Context: an optimization exercise on an open-source flow, tuned for small area and a short achievable clock period. The choices shown serve that exercise and are no tape-out recipe.
Only simulation tests tie the RTL to the original design; equivalence was not proved.
Power is estimated from default activity; no workload was simulated.

Setup of trial 64:
// decodeExecute
module decodeExecute (
    input  logic                                  Clock,
    input  logic                                  arstN,
    input  mipsPkg::instrWord                     instruction,
    input  logic [mipsPkg::dataWidth-1:0]         pc,
    input  logic                                  flush,
    input  logic                                  stall,
    input  logic                                  wbWrite,
    input  logic [mipsPkg::regAddrWidth-1:0]      wbAddr,
    input  logic [mipsPkg::dataWidth-1:0]         wbData,
    output logic [mipsPkg::dataWidth-1:0]         aluResult,
    output logic [mipsPkg::dataWidth-1:0]         storeData,
    output logic [mipsPkg::dataWidth-1:0]         branchTarget,
    output logic [mipsPkg::regAddrWidth-1:0]      destReg,
    output logic [1:0]                            memToReg,
    output logic [1:0]                            byteSel,
    output logic                                  branchTaken,
    output logic                                  regWrite,
    output logic                                  memWrite,
    output logic                                  memRead
);
Size in the first run: roughly 3800 cells after synthesis, ~1100 flip-flops, roughly 220 I/O pins.
make LEC_CHECK=0 CAP_MARGIN=20 CORE_MARGIN=2 CORE_UTILIZATION=40 CTS_BUF_LIST=sky130_fd_sc_hd__clkbuf_8 CTS_CLUSTER_SIZE=30 SETUP_SLACK_MARGIN=3 SLEW_MARGIN=20 SYNTH_HIERARCHICAL=1 TNS_END_PERCENT=10 finish   # period 7.0 ns
run.sh (not shown) runs the stock make flow with config.mk's settings and CLKGATE_MAP_FILE= SYNTH_SCRIPT=/design/flow/synth_recipe.tcl, a recipe that flattens the netlist after the stock synthesis.
Trial 64 reached the final stage; the timing, design-rule and antenna checks on its layout passed.
Input changes introduced in build 2 (baseline for comparison: trial 64):
Settings: CTS_CLUSTER_DIAMETER now 120, previously not set; CTS_CLUSTER_SIZE now 10, was 30.
==> comparison <==
~same fraction of the mapped netlist area in simple logic gates in trial 64 and build 2. Per the comparison of build 2 with trial 64, clock power moved down; post-detailed-routing wire length moved down; non-clock buffer count moved up; combinational share of power moved up. Part of the power in the clock network ends up higher on trial 64.


Another version of the RTL of decodeExecute (not shown whole).
Size in the first run: roughly 3,900 cells after synthesis.
Settings: LEC_CHECK=0, CAP_MARGIN=20, CORE_MARGIN=2, CORE_UTILIZATION=40, CTS_BUF_LIST=sky130_fd_sc_hd__clkbuf_8, CTS_CLUSTER_DIAMETER=150, CTS_CLUSTER_SIZE=12, SETUP_SLACK_MARGIN=3, SLEW_MARGIN=20, SYNTH_HIERARCHICAL=1, TNS_END_PERCENT=10; clock period 7.0 ns.
Edit:
--- a/flow/config.mk
+++ b/flow/config.mk
@@ -10,6 +10,6 @@
 export CORE_UTILIZATION = 40
 export CTS_BUF_LIST = sky130_fd_sc_hd__clkbuf_8
-export CTS_CLUSTER_DIAMETER = 150
-export CTS_CLUSTER_SIZE = 12
+export CTS_CLUSTER_DIAMETER = 120
+export CTS_CLUSTER_SIZE = 10
 export SETUP_SLACK_MARGIN = 3
 export SLEW_MARGIN = 20
=> Setup slack gains 0.034 ns. Power rises by 3.1%. Cell area barely changes. Global-route usage rises by 0.11 points. Hold slack loses 0.0041 ns.
Edit:
==> flow/flow/run.sh (new file) <==
#!/bin/bash
# The standard layout (the standard.sh: standard synthesis, floorplan,
# placement, CTS, routing), except that the buffer on each input and output
# port is the smallest buffer cell, sky130_fd_sc_hd__buf_1, instead of the
# one buffer_ports picks by default. Every port still gets its own buffer,
# and timing repair may still resize it.
set -euo pipefail
export BUFFER_PORTS_ARGS="-buffer_cell sky130_fd_sc_hd__buf_1"
bash standard.sh > standard_flow.log 2>&1
==> flow/standard.sh (new file) <==
#!/bin/bash
# synth_recipe.tcl (not shown) runs the flow's synth.tcl, then flattens the netlist and writes it again
# the make line also repeats each setting of config.mk as NAME=value (left out here)
make -C /OpenROAD-flow-scripts/flow DESIGN_CONFIG=/design/flow/config.mk WORK_HOME=/design/flow/orfs CLKGATE_MAP_FILE= SYNTH_SCRIPT=/design/flow/synth_recipe.tcl "${@:-finish}"
--- a/flow/config.mk
+++ b/flow/config.mk
@@ -10,6 +10,5 @@
 export CORE_UTILIZATION = 40
 export CTS_BUF_LIST = sky130_fd_sc_hd__clkbuf_8
-export CTS_CLUSTER_DIAMETER = 120
-export CTS_CLUSTER_SIZE = 10
+export CTS_CLUSTER_SIZE = 30
 export SETUP_SLACK_MARGIN = 3
 export SLEW_MARGIN = 20
removed: flow/run.sh
Utilization grows by 1.0 points.
Via count grows by about 3%.
Clock power grows by about 30%.
Flip-flop and latch count stays the same.
Maximum frequency barely changes.
Critical path depth grows by 3.
Worst hold slack got worse by 0.010 ns.
Total power grows by 9.6%.
Routed wire length grows by about 4%.
Edit:
==> flow/run.sh (new file) <==
#!/bin/bash
# synth_recipe.tcl (not shown) runs the flow's synth.tcl, then flattens the netlist and writes it again
# the make line also repeats each setting of config.mk as NAME=value (left out here)
make -C /OpenROAD-flow-scripts/flow DESIGN_CONFIG=/design/flow/config.mk WORK_HOME=/design/flow/orfs CLKGATE_MAP_FILE= SYNTH_SCRIPT=/design/flow/synth_recipe.tcl finish
--- a/flow/config.mk
+++ b/flow/config.mk
@@ -14,3 +14,2 @@
 export SLEW_MARGIN = 20
 export SYNTH_HIERARCHICAL = 1
-export TNS_END_PERCENT = 10
removed: flow/flow/run.sh
removed: flow/standard.sh
Effect: Combinational power is higher by 11%. Non-clock buffer count climbs by 174. Worst setup slack improved by 0.087 ns. Via count grows by 1.2%. Die area is unchanged.

==> port drivers added, routing unchanged <==
Ports are ideal in the flow. The routed layouts listed here were re-timed in OpenROAD. Step 1 (the two cells are an assumption about what drives the block):
set clk [get_ports {Clock}]
set_driving_cell -lib_cell sky130_fd_sc_hd__clkbuf_16 $clk
set_driving_cell -lib_cell sky130_fd_sc_hd__buf_2 [delete_from_list [all_inputs] $clk]
Step 2 adds t to the input delays and takes it off the output delays; t is the mean of the earliest and latest rising clock arrival at the registers after step 1. Input paths then give back, and output paths get back, about the clock's delay inside the block. Slacks: no drivers / after step 1 / after step 2; pairs: no drivers / after step 1.
| run | shift t [ns] | setup slack, ns | worst hold slack (ns) | worst register clock-pin slew, ns | worst slew at a driven data input, ns |
|---|---|---|---|---|---|
| trial 64 | 0.981 | 1.969 / 1.996 / 1.015 | 0.465 / 0.465 / 0.465 | 0.07 / 0.07 | 0.08 |
| build 2 | 0.954 | 2.040 / 2.034 / 1.080 | 0.471 / 0.471 / 0.471 | 0.10 / 0.10 | 0.08 |
| the first run of note 2 | 0.922 | 2.025 / 2.027 / 1.105 | 0.476 / 0.476 / 0.476 | 0.12 / 0.12 | 0.13 |
| the second run of note 2 | 0.941 | 2.059 / 2.074 / 1.133 | 0.472 / 0.472 / 0.472 | 0.10 / 0.10 | 0.13 |
| the third run of note 2 | 0.990 | 2.068 / 2.091 / 1.101 | 0.462 / 0.462 / 0.462 | 0.07 / 0.07 | 0.12 |
| the fourth run of note 2 | 0.978 | 2.155 / 2.206 / 1.228 | 0.492 / 0.466 / 0.492 | 0.07 / 0.07 | 0.08 |
After both steps every run listed still meets setup and hold. The setup slack of the third run of note 2, which loses most, moves by +0.023 ns with the drivers and by -0.967 ns with both steps.
